What follows belongs to an exercise in optimizing a design on an open flow for small area, a short achievable clock period and few clock cycles per item; a production flow would make more cautious choices. At most, simulation tests tie the RTL to the original design; equivalence was not proved. Power and IR drop assume default switching activity.

run 4:
==> flow/design.v <==
package afu_region_pkg;
   typedef enum logic [1:0] {
      OP_READ  = 2'd0,
      OP_WRITE = 2'd1
   } afu_op_e;
   typedef enum logic [1:0] {
      RSP_OK      = 2'd0,
      RSP_BAD_PID = 2'd1,
      RSP_BAD_OP  = 2'd2
   } afu_status_e;
   typedef enum logic [1:0] {
      HS_IDLE      = 2'd0,
      HS_BUSY      = 2'd1,
      HS_ACK       = 2'd2,
      HS_WAIT_DROP = 2'd3
   } afu_hs_state_e;
endpackage
`timescale 1ns/1ns
module afu_null_port #(
   parameter int unsigned PORT_PID = 0
) (
   input  logic                   i_clk,
   input  logic                   i_arst_n,
   input  logic                   i_wr,
   input  logic                   i_rd,
   input  logic [4-1:0] i_addr,
   input  logic [64-1:0] i_wdata_q,
   output logic [64-1:0] o_rdata
);
   localparam logic [64-1:0] HEADER = {
      {(64-16){1'b0}},
      4'(PORT_PID),
      12'h014
   };
   logic [64-1:0] scratch;
   logic                   scr_wr_q;
   logic                   scr_vld;
   always_ff @(posedge i_clk or negedge i_arst_n) begin
      if (!i_arst_n) begin
         scr_wr_q <= 1'b0;
         scr_vld  <= 1'b0;
      end else begin
         scr_wr_q <= i_wr && (i_addr == 4'h1);
         if (scr_wr_q) scr_vld <= 1'b1;
      end
   end
   always_ff @(posedge i_clk) begin
      if (scr_wr_q) scratch <= i_wdata_q;
   end
   assign o_rdata = (HEADER  & {64{i_rd && (i_addr == 4'h0)}})
                  | (scratch & {64{i_rd && (i_addr == 4'h1) && scr_vld}});
endmodule
`timescale 1ns/1ns
module afu_lb_port (
   input  logic                   i_clk,
   input  logic                   i_arst_n,
   input  logic                   i_wr,
   input  logic                   i_rd,
   input  logic [4-1:0] i_addr,
   input  logic [64-1:0] i_wdata_q,
   output logic [64-1:0] o_rdata
);
   logic [64-1:0]   buf_q [4];
   logic [16-1:0] wr_cnt;
   logic [4-1:0] buf_wr_q;
   logic [4-1:0] buf_vld;
   logic                     cnt_wr_q;
   always_ff @(posedge i_clk or negedge i_arst_n) begin
      if (!i_arst_n) begin
         buf_wr_q <= '0;
         buf_vld  <= '0;
         cnt_wr_q <= 1'b0;
         wr_cnt   <= '0;
      end else begin
         for (int i = 0; i < 4; i++) begin
            buf_wr_q[i] <= i_wr && (i_addr == 4'(i));
            if (buf_wr_q[i]) buf_vld[i] <= 1'b1;
         end
         cnt_wr_q <= i_wr;
         if (cnt_wr_q) wr_cnt <= wr_cnt + 1'b1;
      end
   end
   always_ff @(posedge i_clk) begin
      for (int i = 0; i < 4; i++) begin
         if (buf_wr_q[i]) buf_q[i] <= i_wdata_q;
      end
   end
   always_comb begin
      o_rdata = {{(64-16){1'b0}},
                 wr_cnt & {16{i_rd && (i_addr == 4'h4)}}};
      for (int i = 0; i < 4; i++)
         o_rdata = o_rdata | (buf_q[i] & {64{i_rd && (i_addr == 4'(i)) && buf_vld[i]}});
   end
endmodule
`timescale 1ns/1ns
module afu_req_decode (
   input  logic                   i_clk,
   input  logic                   i_arst_n,
   input  logic                   i_req,
   input  logic [3-1:0]  i_req_pid,
   input  logic [1:0]             i_req_op,
   input  logic [64-1:0] i_req_wdata,
   output logic [5-1:0] o_wr,    
   output logic [5-1:0] o_rd,    
   output logic [64-1:0] o_wdata_q,  
   output logic                   o_ack,
   output afu_region_pkg::afu_status_e o_status
);
   logic take;
   logic op_ok;
   assign take  = i_req && !o_ack;
   assign op_ok = !i_req_op[1];
   for (genvar p = 0; p < 5; p++) begin : gen_port
      assign o_wr[p] = take && op_ok && i_req_op[0] && (i_req_pid == 3'(p));
      assign o_rd[p] = op_ok && !i_req_op[0] && (i_req_pid == 3'(p));
   end
   always_ff @(posedge i_clk or negedge i_arst_n) begin
      if (!i_arst_n) o_ack <= 1'b0;
      else           o_ack <= i_req;
   end
   always_ff @(posedge i_clk) begin
      if (i_req_pid >= 3'(5)) o_status <= afu_region_pkg::RSP_BAD_PID;
      else if (!op_ok)                              o_status <= afu_region_pkg::RSP_BAD_OP;
      else                                          o_status <= afu_region_pkg::RSP_OK;
      o_wdata_q <= i_req_wdata;
   end
endmodule
`timescale 1ns/1ns
module afu_port_execute (
   input  logic                   i_clk,
   input  logic                   i_arst_n,
   input  logic [5-1:0] i_wr,
   input  logic [5-1:0] i_rd,
   input  logic [4-1:0] i_addr,
   input  logic [64-1:0] i_wdata_q,
   output logic [64-1:0] o_rdata
);
   logic [64-1:0] port_rdata [5];
   for (genvar p = 0; p < 5; p++) begin : gen_port
      if (p == 1) begin : gen_lb
         afu_lb_port u_lb (
            .i_clk    (i_clk),
            .i_arst_n (i_arst_n),
            .i_wr     (i_wr[p]),
            .i_rd     (i_rd[p]),
            .i_addr   (i_addr),
            .i_wdata_q(i_wdata_q),
            .o_rdata  (port_rdata[p])
         );
      end else begin : gen_null
         afu_null_port #(
            .PORT_PID (p)
         ) u_null (
            .i_clk    (i_clk),
            .i_arst_n (i_arst_n),
            .i_wr     (i_wr[p]),
            .i_rd     (i_rd[p]),
            .i_addr   (i_addr),
            .i_wdata_q(i_wdata_q),
            .o_rdata  (port_rdata[p])
         );
      end
   end
   always_comb begin
      o_rdata = '0;
      for (int p = 0; p < 5; p++) o_rdata = o_rdata | port_rdata[p];
   end
endmodule
`timescale 1ns/1ns
module afu_rsp_result (
   input  logic                   i_clk,
   input  logic [64-1:0] i_rdata,
   output logic [64-1:0] o_rdata
);
   always_ff @(posedge i_clk) begin
      o_rdata <= i_rdata;
   end
endmodule
`timescale 1ns/1ns
module afu_region_top (
   input  logic                   i_clk,
   input  logic                   i_arst_n,
   input  logic                   i_req,
   input  logic [3-1:0]  i_req_pid,
   input  logic [1:0]             i_req_op,
   input  logic [4-1:0] i_req_addr,
   input  logic [64-1:0] i_req_wdata,
   output logic                   o_ack,
   output logic [64-1:0] o_rsp_rdata,
   output afu_region_pkg::afu_status_e            o_rsp_status
);
   logic [5-1:0] dec_wr;
   logic [5-1:0] dec_rd;
   logic                      dec_ack;
   afu_region_pkg::afu_status_e dec_status;
   logic [64-1:0]    dec_wdata_q;
   logic [64-1:0]    exe_rdata;
   afu_req_decode u_decode (
      .i_clk       (i_clk),
      .i_arst_n    (i_arst_n),
      .i_req       (i_req),
      .i_req_pid   (i_req_pid),
      .i_req_op    (i_req_op),
      .i_req_wdata (i_req_wdata),
      .o_wr        (dec_wr),
      .o_rd        (dec_rd),
      .o_wdata_q   (dec_wdata_q),
      .o_ack       (dec_ack),
      .o_status    (dec_status)
   );
   afu_port_execute u_execute (
      .i_clk    (i_clk),
      .i_arst_n (i_arst_n),
      .i_wr     (dec_wr),
      .i_rd     (dec_rd),
      .i_addr   (i_req_addr),
      .i_wdata_q(dec_wdata_q),
      .o_rdata  (exe_rdata)
   );
   afu_rsp_result u_result (
      .i_clk    (i_clk),
      .i_rdata  (exe_rdata),
      .o_rdata  (o_rsp_rdata)
   );
   assign o_ack        = dec_ack;
   assign o_rsp_status = dec_status;
endmodule
make LEC_CHECK=0 CAP_MARGIN=20 CORE_MARGIN=2 CORE_UTILIZATION=65 CTS_CLUSTER_DIAMETER=100 CTS_CLUSTER_SIZE=30 PLACE_DENSITY=0.75 SETUP_SLACK_MARGIN=2.1 SLEW_MARGIN=20 finish   # period 4.0 ns
run.sh (not shown) runs the stock make flow with config.mk's settings and CLKGATE_MAP_FILE= SYNTH_SCRIPT=/design/flow/synth_recipe.tcl, a recipe that flattens the netlist after the stock synthesis.
Run 4 finished end to end and its layout was clean on timing, DRC and antenna.
Testbench counts of run 4, summed over its fixed seeds: cycles 6,400, items 3,200.
Input-level comparison between run 1 and run 4:
==> flow/design.v, changed modules only <==
module afu_null_port #(
   parameter int unsigned PORT_PID = 0
) (
   input  logic                   i_clk,
   input  logic                   i_arst_n,
   input  logic                   i_wr,
   input  logic                   i_rd,
   input  logic [4-1:0] i_addr,
   input  logic [64-1:0] i_wdata_q,
   output logic [64-1:0] o_rdata
);
   localparam logic [64-1:0] HEADER = {
      {(64-16){1'b0}},
      4'(PORT_PID),
      12'h014
   };
   logic [64-1:0] scratch;
   logic                   scr_wr_q;
   always_ff @(posedge i_clk or negedge i_arst_n) begin
      if (!i_arst_n) begin
         scr_wr_q <= 1'b0;
         scratch  <= '0;
      end else begin
         scr_wr_q <= i_wr && (i_addr == 4'h1);
         if (scr_wr_q) scratch <= i_wdata_q;
      end
   end
   always_comb begin
      o_rdata = '0;
      if (i_rd) begin
         case (i_addr)
            4'h0:     o_rdata = HEADER;
            4'h1: o_rdata = scratch;
            default:           o_rdata = '0;
         endcase
      end
   end
endmodule
module afu_lb_port (
   input  logic                   i_clk,
   input  logic                   i_arst_n,
   input  logic                   i_wr,
   input  logic                   i_rd,
   input  logic [4-1:0] i_addr,
   input  logic [64-1:0] i_wdata_q,
   output logic [64-1:0] o_rdata
);
   localparam int IDX_W = $clog2(4);
   logic [64-1:0]   buf_q [4];
   logic [16-1:0] wr_cnt;
   logic [4-1:0] buf_wr_q;
   logic                     cnt_wr_q;
   logic                     in_buf;
   assign in_buf = (i_addr < 4'(4));
   always_ff @(posedge i_clk or negedge i_arst_n) begin
      if (!i_arst_n) begin
         buf_wr_q <= '0;
         cnt_wr_q <= 1'b0;
         for (int i = 0; i < 4; i++) begin
            buf_q[i] <= '0;
         end
         wr_cnt <= '0;
      end else begin
         for (int i = 0; i < 4; i++) begin
            buf_wr_q[i] <= i_wr && (i_addr == 4'(i));
            if (buf_wr_q[i]) buf_q[i] <= i_wdata_q;
         end
         cnt_wr_q <= i_wr;
         if (cnt_wr_q) wr_cnt <= wr_cnt + 1'b1;
      end
   end
   always_comb begin
      o_rdata = '0;
      if (i_rd) begin
         if (in_buf)
            o_rdata = buf_q[i_addr[IDX_W-1:0]];
         else if (i_addr == 4'h4)
            o_rdata = {{(64-16){1'b0}}, wr_cnt};
      end
   end
endmodule
Notes after the runs:
Run 4 -> run 1: wire length of the first global-routing pass increased by more than 10%. Summary: with run 4 as the reference, clock sink count in run 1 moved down slightly. Vertical die dimension was lower in run 4 than in run 1. Leakage power figure (run 4 / run 1): 0.62. Run 1 packs its core more loosely than run 4. The share of synthesized cell area in and, or, nand and nor gates of run 1 is lower than that of run 4. For run 4, the highest routed metal layer was met4, unlike run 1, where it was met5. | net switching power figure | run 1 vs run 4 | worse |. Setup slack: run 1 and run 4 compared, lower one is run 1. Going from run 4 to run 1, routed wire length increased by 17% relative to the old numbers, maximum operating frequency closely matched the old numbers, flip-flop and latch count decreased by 8 relative to the old numbers. Looking at total chip power, run 1 sits below run 4. Compared with run 4, in run 1 number of buffers and inverters on the critical path lower, power share of the combinational group higher.
Function not checked in run 1: the RTL went through the layout flow alone.

## port drivers added, routing unchanged
In the flow no input, the clock included, has a driving cell. The finished layouts below were timed again as built, in two steps.
Step 1 (the two cells are an assumption about what drives the block):
set clk [get_ports {i_clk}]
set_driving_cell -lib_cell sky130_fd_sc_hd__clkbuf_16 $clk
set_driving_cell -lib_cell sky130_fd_sc_hd__buf_2 [delete_from_list [all_inputs] $clk]
Step 2 adds t to the input delays and takes it off the output delays; t is the mean of the earliest and latest rising clock arrival at the registers after step 1. Input paths then give back, and output paths get back, about the clock's delay inside the block.
a / b / c = no drivers / after step 1 / after step 2; a / b = the first two.
run	t, ns	slack for setup (ns)	hold WS [ns]	worst setup path after step 2
run 4	0.634	2.073 / 2.034 / 1.464	0.180 / 0.189 / 0.494	input to register
run 1	0.649	2.068 / 2.011 / 1.442	0.179 / 0.175 / 0.486	input to register
After both steps setup and hold are still met in every run listed. The setup slack of run 1, which loses most, moves by -0.057 ns with the drivers and by -0.626 ns with both steps.
